This is an optimization exercise on Yosys and OpenROAD, whose aim is small area, not a production implementation. The RTL was checked by simulation tests, not by an equivalence proof against the original design. Power figures rest on the tool's default switching activity, not on a simulated workload.

==> design/flow/design.v <==
package rmsn_pkg;
    localparam int MAX_LEN_DEF = 64;
    localparam int VAL_W       = 16;
    localparam int SUM_W       = 37;
    localparam int SQ_W        = 32;
    localparam int EPS_W       = 24;
    localparam logic [EPS_W-1:0] EPS_RESET = 24'd168;
    localparam int UNIT_W      = 62;
    localparam int OPND_W      = 61;
    localparam int DVSR_W      = 31;
    localparam int SCALE_W     = 31;
    localparam int STEP_W      = 6;
    localparam logic [STEP_W-1:0] MEAN_STEPS  = 6'd37;
    localparam logic [STEP_W-1:0] RECIP_STEPS = 6'd61;
    localparam logic [STEP_W-1:0] SQRT_STEPS  = 6'd31;
    localparam logic [SCALE_W-1:0] SCALE_MAX = 31'h4000_0000;
    localparam logic [2:0] ADDR_EPSILON = 3'd0;
    typedef struct packed {
        logic              start;
        logic              is_sqrt;
        logic [STEP_W-1:0] steps;
    } unit_ctrl_t;
    typedef struct packed {
        logic busy;
        logic done;
    } unit_stat_t;
endpackage
module rmsn_mem #(
    parameter int DEPTH = rmsn_pkg::MAX_LEN_DEF,
    parameter int AW    = $clog2(DEPTH)
) (
    input  logic                        clk,
    input  logic                        wr_en,
    input  logic [AW-1:0]               wr_addr,
    input  logic [2*rmsn_pkg::VAL_W-1:0] wr_data,
    input  logic [AW-1:0]               rd_addr,
    output logic [2*rmsn_pkg::VAL_W-1:0] rd_data
);
    logic [2*rmsn_pkg::VAL_W-1:0] mem [DEPTH];
    logic [2*rmsn_pkg::VAL_W-1:0] rd_data_reg;
    always_ff @(posedge clk)
    begin
        if (wr_en)
        begin
            mem[wr_addr] <= wr_data;
        end
        rd_data_reg <= mem[rd_addr];
    end
    assign rd_data = rd_data_reg;
endmodule
module rmsn_unit (
    input  logic                          clk,
    input  logic                          rst_n,
    input  rmsn_pkg::unit_ctrl_t          ctrl,
    input  logic [rmsn_pkg::OPND_W-1:0]   operand,
    input  logic [rmsn_pkg::DVSR_W-1:0]   divisor,
    output rmsn_pkg::unit_stat_t          stat,
    output logic [rmsn_pkg::OPND_W-1:0]   result
);
    localparam int W = rmsn_pkg::UNIT_W;
    logic [W-1:0]                    a_reg, a_next;
    logic [W-1:0]                    b_reg, b_next;
    logic [W-1:0]                    bit_reg, bit_next;
    logic [rmsn_pkg::DVSR_W-1:0]     d_reg;
    logic                            sqrt_reg;
    logic [rmsn_pkg::STEP_W-1:0]     cnt_reg;
    logic                            busy_reg;
    logic                            done_reg;
    logic [W-1:0] r_sh;
    logic [W-1:0] lhs;
    logic [W-1:0] rhs;
    logic [W:0]   diff;
    logic         ge;
    always_comb
    begin
        r_sh = {a_reg[W-2:0], b_reg[rmsn_pkg::OPND_W-1]};
        lhs  = sqrt_reg ? a_reg : r_sh;
        rhs  = sqrt_reg ? (b_reg + bit_reg) : W'(d_reg);
        diff = {1'b0, lhs} - {1'b0, rhs};
        ge   = ~diff[W];
        if (sqrt_reg)
        begin
            a_next   = ge ? diff[W-1:0] : a_reg;
            b_next   = ge ? ((b_reg >> 1) + bit_reg) : (b_reg >> 1);
            bit_next = bit_reg >> 2;
        end
        else
        begin
            a_next   = ge ? diff[W-1:0] : r_sh;
            b_next   = {1'b0, b_reg[rmsn_pkg::OPND_W-2:0], ge};
            bit_next = bit_reg;
        end
    end
    always_ff @(posedge clk or negedge rst_n)
    begin
        if (!rst_n)
        begin
            busy_reg <= 1'b0;
            done_reg <= 1'b0;
            cnt_reg  <= '0;
            sqrt_reg <= 1'b0;
        end
        else
        begin
            done_reg <= 1'b0;
            if (ctrl.start)
            begin
                busy_reg <= 1'b1;
                cnt_reg  <= ctrl.steps;
                sqrt_reg <= ctrl.is_sqrt;
            end
            else if (busy_reg)
            begin
                cnt_reg <= cnt_reg - 1'b1;
                if (cnt_reg == 6'd1)
                begin
                    busy_reg <= 1'b0;
                    done_reg <= 1'b1;
                end
            end
        end
    end
    always_ff @(posedge clk)
    begin
        if (ctrl.start)
        begin
            a_reg   <= ctrl.is_sqrt ? W'(operand) : '0;
            b_reg   <= ctrl.is_sqrt ? '0 : W'(operand);
            bit_reg <= W'(1) << (2 * (rmsn_pkg::SQRT_STEPS - 1));
            d_reg   <= divisor;
        end
        else if (busy_reg)
        begin
            a_reg   <= a_next;
            b_reg   <= b_next;
            bit_reg <= bit_next;
        end
    end
    assign stat.busy = busy_reg;
    assign stat.done = done_reg;
    assign result    = b_reg[rmsn_pkg::OPND_W-1:0];
endmodule
module rms_normalizer_top #(
    parameter int MAX_LEN = rmsn_pkg::MAX_LEN_DEF
) (
    input  logic        clk,
    input  logic        rst_n,
    input  logic        psel,
    input  logic        penable,
    input  logic        pwrite,
    input  logic [2:0]  paddr,
    input  logic [31:0] pwdata,
    output logic [31:0] prdata,
    output logic        pready,
    input  logic        in_valid,
    output logic        in_stall,
    input  logic signed [15:0] element_value,
    input  logic signed [15:0] gain_weight,
    input  logic        end_of_vector,
    output logic        out_valid,
    input  logic        out_stall,
    output logic signed [15:0] normalized_value,
    output logic        final_output,
    output logic        length_overflow
);
    localparam int CW = $clog2(MAX_LEN + 1);
    localparam int AW = (MAX_LEN > 1) ? $clog2(MAX_LEN) : 1;
    localparam int VW = rmsn_pkg::VAL_W;
    localparam logic ADDR_EPSILON_BIT = rmsn_pkg::ADDR_EPSILON[2];
    typedef enum logic [12:0] {
        S_IDLE   = 13'b0000000000001,
        S_ACC    = 13'b0000000000010,
        S_MEAN   = 13'b0000000000100,
        S_MEANW  = 13'b0000000001000,
        S_RECIP  = 13'b0000000010000,
        S_RECIPW = 13'b0000000100000,
        S_SQRT   = 13'b0000001000000,
        S_SQRTW  = 13'b0000010000000,
        S_RD     = 13'b0000100000000,
        S_MUL1   = 13'b0001000000000,
        S_MUL2   = 13'b0010000000000,
        S_RND    = 13'b0100000000000,
        S_OUT    = 13'b1000000000000
    } state_t;
    state_t                          state_reg, state_next;
    logic [rmsn_pkg::EPS_W-1:0]      eps_reg;
    logic [CW-1:0]                   count_reg, count_next;
    logic [rmsn_pkg::SUM_W-1:0]      sum_reg, sum_next;
    logic                            ovf_reg, ovf_next;
    logic                            last_reg;
    logic [rmsn_pkg::SQ_W-1:0]       sq_reg;
    logic [CW-1:0]                   k_reg, k_next;
    logic [rmsn_pkg::DVSR_W-1:0]     v_reg;
    logic [rmsn_pkg::SCALE_W-1:0]    scale_reg;
    logic                            neg_reg;
    logic [31:0]                     p1_reg;
    logic [61:0]                     p2_reg;
    logic [VW-1:0]                   res_reg;
    logic                            fin_reg;
    logic                            rovf_reg;
    logic                            in_acc;
    logic                            store_ok;
    logic                            cfg_wr;
    rmsn_pkg::unit_ctrl_t            u_ctrl;
    rmsn_pkg::unit_stat_t            u_stat;
    logic [rmsn_pkg::OPND_W-1:0]     u_opnd;
    logic [rmsn_pkg::DVSR_W-1:0]     u_dvsr;
    logic [rmsn_pkg::OPND_W-1:0]     u_res;
    logic [rmsn_pkg::DVSR_W-1:0]     v_calc;
    logic [2*VW-1:0]                 rd_data;
    logic [VW-1:0]                   mx;
    logic [VW-1:0]                   mw;
    logic [61:0]                     rsum;
    logic [31:0]                     mag;
    logic [VW-1:0]                   res_calc;
    assign pready   = 1'b1;
    assign cfg_wr   = psel && penable && pwrite;
    assign prdata   = (paddr[2] == ADDR_EPSILON_BIT) ? 32'(eps_reg) : 32'd0;
    assign in_stall = (state_reg != S_IDLE);
    assign in_acc   = in_valid && !in_stall;
    assign store_ok = (count_reg < CW'(MAX_LEN));
    assign v_calc = u_res[rmsn_pkg::DVSR_W-1:0] + rmsn_pkg::DVSR_W'(eps_reg);
    rmsn_mem #(
        .DEPTH (MAX_LEN),
        .AW    (AW)
    ) u_mem (
        .clk     (clk),
        .wr_en   (in_acc && store_ok),
        .wr_addr (count_reg[AW-1:0]),
        .wr_data ({element_value, gain_weight}),
        .rd_addr (k_reg[AW-1:0]),
        .rd_data (rd_data)
    );
    rmsn_unit u_unit (
        .clk     (clk),
        .rst_n   (rst_n),
        .ctrl    (u_ctrl),
        .operand (u_opnd),
        .divisor (u_dvsr),
        .stat    (u_stat),
        .result  (u_res)
    );
    always_comb
    begin
        u_ctrl.start   = 1'b0;
        u_ctrl.is_sqrt = 1'b0;
        u_ctrl.steps   = rmsn_pkg::MEAN_STEPS;
        u_opnd         = {sum_reg, {(rmsn_pkg::OPND_W - rmsn_pkg::SUM_W){1'b0}}};
        u_dvsr         = rmsn_pkg::DVSR_W'(count_reg);
        case (state_reg)
            S_MEAN:
            begin
                u_ctrl.start = 1'b1;
            end
            S_RECIP:
            begin
                u_ctrl.start = 1'b1;
                u_ctrl.steps = rmsn_pkg::RECIP_STEPS;
                u_opnd       = rmsn_pkg::OPND_W'(1) << (rmsn_pkg::OPND_W - 1);
                u_dvsr       = v_reg;
            end
            S_SQRT:
            begin
                u_ctrl.start   = 1'b1;
                u_ctrl.is_sqrt = 1'b1;
                u_ctrl.steps   = rmsn_pkg::SQRT_STEPS;
                u_opnd         = u_res;
            end
            default:
            begin
            end
        endcase
    end
    always_comb
    begin
        mx   = rd_data[2*VW-1] ? (VW'(0) - rd_data[2*VW-1:VW]) : rd_data[2*VW-1:VW];
        mw   = rd_data[VW-1] ? (VW'(0) - rd_data[VW-1:0]) : rd_data[VW-1:0];
        rsum = p2_reg + (62'd1 << 29);
        mag  = rsum[61:30];
        if (neg_reg)
        begin
            res_calc = (mag >= 32'd32768) ? 16'h8000 : (VW'(0) - mag[VW-1:0]);
        end
        else
        begin
            res_calc = (mag > 32'd32767) ? 16'h7FFF : mag[VW-1:0];
        end
    end
    always_comb
    begin
        state_next = state_reg;
        count_next = count_reg;
        sum_next   = sum_reg;
        ovf_next   = ovf_reg;
        k_next     = k_reg;
        case (state_reg)
            S_IDLE:
            begin
                if (in_acc)
                begin
                    state_next = S_ACC;
                    if (store_ok)
                    begin
                        count_next = count_reg + 1'b1;
                    end
                    else
                    begin
                        ovf_next = 1'b1;
                    end
                end
            end
            S_ACC:
            begin
                sum_next   = sum_reg + rmsn_pkg::SUM_W'(sq_reg);
                state_next = last_reg ? S_MEAN : S_IDLE;
            end
            S_MEAN:
            begin
                state_next = S_MEANW;
            end
            S_MEANW:
            begin
                if (u_stat.done)
                begin
                    k_next     = '0;
                    state_next = (v_calc == '0) ? S_RD : S_RECIP;
                end
            end
            S_RECIP:
            begin
                state_next = S_RECIPW;
            end
            S_RECIPW:
            begin
                if (u_stat.done)
                begin
                    state_next = S_SQRT;
                end
            end
            S_SQRT:
            begin
                state_next = S_SQRTW;
            end
            S_SQRTW:
            begin
                if (u_stat.done)
                begin
                    k_next     = '0;
                    state_next = S_RD;
                end
            end
            S_RD:
            begin
                state_next = S_MUL1;
            end
            S_MUL1:
            begin
                state_next = S_MUL2;
            end
            S_MUL2:
            begin
                state_next = S_RND;
            end
            S_RND:
            begin
                state_next = S_OUT;
            end
            S_OUT:
            begin
                if (!out_stall)
                begin
                    if (fin_reg)
                    begin
                        count_next = '0;
                        sum_next   = '0;
                        ovf_next   = 1'b0;
                        state_next = S_IDLE;
                    end
                    else
                    begin
                        k_next     = k_reg + 1'b1;
                        state_next = S_RD;
                    end
                end
            end
            default:
            begin
                state_next = S_IDLE;
            end
        endcase
    end
    always_ff @(posedge clk or negedge rst_n)
    begin
        if (!rst_n)
        begin
            state_reg <= S_IDLE;
            eps_reg   <= rmsn_pkg::EPS_RESET;
            count_reg <= '0;
            sum_reg   <= '0;
            ovf_reg   <= 1'b0;
            k_reg     <= '0;
        end
        else
        begin
            state_reg <= state_next;
            count_reg <= count_next;
            sum_reg   <= sum_next;
            ovf_reg   <= ovf_next;
            k_reg     <= k_next;
            if (cfg_wr && (paddr[2] == ADDR_EPSILON_BIT))
            begin
                eps_reg <= pwdata[rmsn_pkg::EPS_W-1:0];
            end
        end
    end
    always_ff @(posedge clk)
    begin
        if (in_acc)
        begin
            last_reg <= end_of_vector;
            sq_reg   <= store_ok ? rmsn_pkg::SQ_W'(element_value * element_value) : '0;
        end
        if ((state_reg == S_MEANW) && u_stat.done)
        begin
            v_reg     <= v_calc;
            scale_reg <= rmsn_pkg::SCALE_MAX;
        end
        if ((state_reg == S_SQRTW) && u_stat.done)
        begin
            scale_reg <= u_res[rmsn_pkg::SCALE_W-1:0];
        end
        if (state_reg == S_MUL1)
        begin
            p1_reg  <= 32'(mx) * 32'(mw);
            neg_reg <= rd_data[2*VW-1] ^ rd_data[VW-1];
        end
        if (state_reg == S_MUL2)
        begin
            p2_reg <= 62'(p1_reg[30:0]) * 62'(scale_reg);
        end
        if (state_reg == S_RND)
        begin
            res_reg  <= res_calc;
            fin_reg  <= (CW'(k_reg + 1'b1) == count_reg);
            rovf_reg <= ovf_reg;
        end
    end
    assign out_valid        = (state_reg == S_OUT);
    assign normalized_value = res_reg;
    assign final_output     = fin_reg;
    assign length_overflow  = rovf_reg;
endmodule
==> design/flow/run.sh <==
#!/bin/bash
# synth_recipe.tcl (not shown) runs the flow's synth.tcl, then flattens the netlist and writes it again
# the make line also repeats each setting of config.mk as NAME=value (left out here)
make -C /OpenROAD-flow-scripts/flow DESIGN_CONFIG=/design/flow/config.mk WORK_HOME=/design/flow/orfs CLKGATE_MAP_FILE= SYNTH_SCRIPT=/design/flow/synth_recipe.tcl finish
==> design/flow/config.mk <==
export PLATFORM = sky130hd
export DESIGN_NAME = rms_normalizer_top
export DESIGN_NICKNAME = rms_normalizer_top
export VERILOG_FILES = /design/flow/design.v
export SDC_FILE = /design/flow/constraint.sdc
export NUM_CORES = 4
export LEC_CHECK = 0
export CAP_MARGIN = 20
export CORE_MARGIN = 2
export CORE_UTILIZATION = 40
export SLEW_MARGIN = 20
==> design/flow/constraint.sdc <==
create_clock -name core_clock -period 10.0 [get_ports {clk}]
set_input_delay 2.0000 -clock core_clock [delete_from_list [all_inputs] [get_ports {clk}]]
set_output_delay 2.0000 -clock core_clock [all_outputs]
set_load 0.01 [all_outputs]
==> qor.txt <==
Hold Path Depth -> 0
DR pass1 iterations -> 5
Die X -> 631 microns
Crit-path slowest cell -> edfxtp_1
maximum vdd drop -> 0.000524 V
hold buffer count at cts -> 0
Hold Startpoint -> ovf_reg
area of the multi-input gates -> 0.0754 sq mm
Core Area -> 0.392 sq mm
first-pass GRT wire length -> 622 mm
max-slew headroom at the worst pin -> 0.194
top_reg_cell synth -> edfxtp_1
Congestion Overflow GR -> 0
Clk Latency, worst-skew pair -> 920 ps
vias in the first global route -> 99800
CP Cell Sequence -> and2_1 -> fa_1 -> fa_1 -> inv_1 -> fa_1 -> fa_1 -> inv_1 -> fa_1 -> fa_1 -> fa_1 -> fa_1 -> ha_1 -> a21o_1 -> a21oi_1 -> o21ai_0 -> a21o_1 -> a221oi_1 -> nand2_1 -> a21oi_1 -> a21oi_1 -> a211oi_1 -> o21ai_0 -> a211oi_1 -> nor2_1
Mapped Avg Cell Area -> 13.5 sq um
leakage -> 65.7 nW
max cap viols -> 0
Filler cells -> 35100
crit path max fanout -> 22
most frequent cells in the layout -> 2380 x edfxtp_1, 1375 x inv_1, 1271 x fa_1
post-synthesis sequential area ratio -> 0.478
Top Ports -> 128
Switching Power -> 0.0153 W
commonest non-fill, non-tap cell in the layout -> edfxtp_1
Reg-to-Reg End -> p2_reg[60]
Via Count -> 94600
Design Area, Final -> 0.174 sq mm
Switching Fraction -> 0.370
Worst Setup Start Kind -> flop
Final Max Slew Viols -> 0
CP dominant cell by count -> fa_1
Hold Violations, Final -> 0
Placed Instance Area -> 0.165 sq mm
crit end category -> flop
post-synthesis cell type count -> 94
worst r2r path cells -> 24
Critical Path AT -> 9830 ps
mapped cell area -> 0.157 sq mm
internal power -> 0.0259 W
Max Root-Sink Buffers -> 4
worst slew pin tran -> 1190 ps
status -> no timing/DRC/antenna violations
Initial Util -> 0.401
share of cells above drive strength 1 -> 0.134
RSZ-0062 raised after global routing -> false
min Tclk post-route -> 9180 ps
Iteration-0 DRC Markers -> 8556
area growth from synthesis to layout -> 10.6%
setup TNS -> 0 ps
Logic pwr share -> 0.422
pwr dens -> 237 mW/mm^2
Final #Nets -> 13700
critical path class -> flop to flop
H-tree Lvls -> 5
fraction of registers with async set/reset -> 0.0386
yosys warns -> 3
worst min-delay path class -> flop to flop
global placement routability congestion -> 0.925
Achievable Freq -> 109 MHz
TritonCTS Buffers -> 275
clock share of power -> 0.241
aggregate global-route resource usage -> 0.205
final setup vio count -> 0
CTS tree -> done
Detail Route Antenna Nets -> 0
root buf cell -> clkbuf_16
initial antenna violation count -> 35
total wire length -> 410 mm
r2r startpoint -> p1_reg[17]
Die Area -> 0.398 sq mm
period utilization -> 0.918
Post-Synthesis Cells -> 11600
Hold Path End -> rovf_reg
Final Skew -> 86.8 ps
post-CTS sizing -> 0
number of flip-flops in the largest register -> 2048
Sink Count -> 2541
dpl hpwl -> 279 mm
IO buf count -> 108
reg2reg setup slack -> 820 ps
Post-synth EDFFs -> 2380
via density per instance -> 5.51
DRC -> 0
sequential power share -> 0.338
row cnt -> 230
CP peak stage delay -> 1150 ps
Seq. cell area -> 0.0752 sq mm
Critical Path RT -> 10640 ps
CTS clk-pin slew, worst paths -> 60 ps
largest net degree at the start of global routing -> 143
Post-CTS Setup Inserts -> 0
Synth Register Bits -> 2541
Wirelength per Cell -> 23.9 microns
die extent in y -> 631 microns
-- synth_stat cells, types with 10 or more instances --
master / number / area share
or2_2: 16 / 0.00064
o21bai_1: 44 / 0.0021
nand3_1: 128 / 0.0041
and2_1: 622 / 0.025
nand2_1: 1094 / 0.026
o21ai_0: 336 / 0.011
mux2i_1: 38 / 0.0024
clkbuf_1: 519 / 0.012
nor4_1: 24 / 0.00095
mux2_2: 96 / 0.0069
a31o_2: 18 / 0.0010
mux4_2: 672 / 0.096
a22oi_1: 48 / 0.0023
and4_1: 17 / 0.00095
a21o_1: 140 / 0.0067
a21boi_0: 15 / 0.00072
nor3b_1: 11 / 0.00052
nor2b_1: 82 / 0.0033
a22o_1: 14 / 0.00078
inv_1: 1376 / 0.033
nand2b_1: 63 / 0.0025
a211oi_1: 26 / 0.0012
buf_1: 51 / 0.0012
a21oi_1: 316 / 0.010
ha_1: 628 / 0.050
edfxtp_1: 2380 / 0.45
and3_1: 60 / 0.0024
or4_1: 11 / 0.00052
o31ai_1: 30 / 0.0014
xnor2_1: 234 / 0.013
nor3_1: 67 / 0.0021
buf_2: 12 / 0.00038
o211ai_1: 18 / 0.00086
xor2_1: 176 / 0.0098
fa_1: 1271 / 0.16
or3_1: 14 / 0.00056
nand4_1: 44 / 0.0017
a31oi_1: 83 / 0.0033
o21a_1: 36 / 0.0017
a32oi_1: 10 / 0.00056
nor2_1: 477 / 0.011
dfxtp_1: 63 / 0.0080
dfrtp_1: 94 / 0.015
-- routing by layer --
| metal | GRT usage | up-vias | wire length, microns |
|---|---|---|---|
| met5 | 0 | - | 71 |
| met4 | 0.0562 | 12 | 11000 |
| met3 | 0.0300 | 661 | 27100 |
| met2 | 0.340 | 3246 | 197000 |
| met1 | 0.283 | 49600 | 174000 |
| li1 | - | 41000 | - |
-- area by class of cell --
cell class              instances  share of cell area
inverters                    1379              0.0298
repair buffers                378              0.0175
clock inverters               141             0.00762
diodes                         14            0.000201
multi-input cells            7144               0.433
well taps                    5220              0.0375
flip-flops and latches       2541               0.432
clock buffers                 346              0.0422
-- power groups by stage --
stage                     Clock (W)  Combinational, W  Sequential, W
after floorplan                   0            0.0131         0.0136
after global placement            0            0.0169         0.0141
after detailed placement          0            0.0172         0.0141
after CTS                    0.0101            0.0174         0.0139
after global routing         0.0105            0.0196         0.0140
final                       0.00992            0.0174         0.0139
-- critical path: cells and delay by family, from the launching register on --
family,cells,cell delay [ps]
AOI/OAI and AO/OA,10,2700
adders and majority gates,9,4270
DFF,1,1150
buffers and inverters,2,100
and+or+nand+nor,3,650
-- worst max-delay path by stage --
stage | startpoint | endpoint | slack, ps | depth (start not counted)
global placement | element_value[12] | sq_reg[29] | 890 | 24
CTS | p1_reg[7] | p2_reg[60] | 790 | 25
global route | p1_reg[7] | p2_reg[60] | 390 | 25
finish | p1_reg[17] | p2_reg[60] | 820 | 24
floorplan | u_unit.b_reg[0] | u_unit.a_reg[0] | 1540 | 26
detailed placement | p1_reg[7] | p2_reg[60] | 840 | 26
-- kinds of logic (layout without fill, tap and decap cells) --
group	Yosys count	in the layout	share of synthesized area
DFF	2541	2541	0.478
buffers and inverters	1970	2244	0.0473
adders and majority gates	1899	1899	0.212
other	2	23	0.0000477
muxes	806	806	0.105
AOI/OAI and AO/OA	1249	1249	0.0499
xor gates and xnor gates	410	410	0.0228
and+or+nand+nor	2771	2771	0.0848
-- stage by stage --
step           utilization  hold WS (ps)  setup WS (ps)  total power [W]  cells
2_1_floorplan            -           425           1540           0.0267  11700
3_3_place_gp         0.422           434            893           0.0310  16700
3_5_place_dp         0.422           441            841           0.0313  16700
4_1_cts              0.444           454            795           0.0414  17100
5_1_grt              0.444           462            392           0.0441  17200
6_report             0.444           454            816           0.0412  17200

[re-timing with driven ports]
Ports are ideal in the flow. The routed layout listed here was re-timed in OpenROAD. Step 1, drivers: a clkbuf_16 drives clk and a buf_2 each remaining input, both assumed. Step 2 moves the port delays by t, midway between the first and last clock arrival at a register: inputs arrive t later, outputs are due t later. That takes back most of the time a late clock gives input paths. Slacks: no drivers / after step 1 / after step 2; pairs: no drivers / after step 1.
t (ns): 0.975
setup slack, ns: 0.816 / 0.816 / 0.769
clock arrival spread, ns: 0.088 / 0.088
After both steps this run still meets setup and hold. For this run, drivers alone change the setup slack by 0.000 ns; drivers and shift together by -0.047 ns.
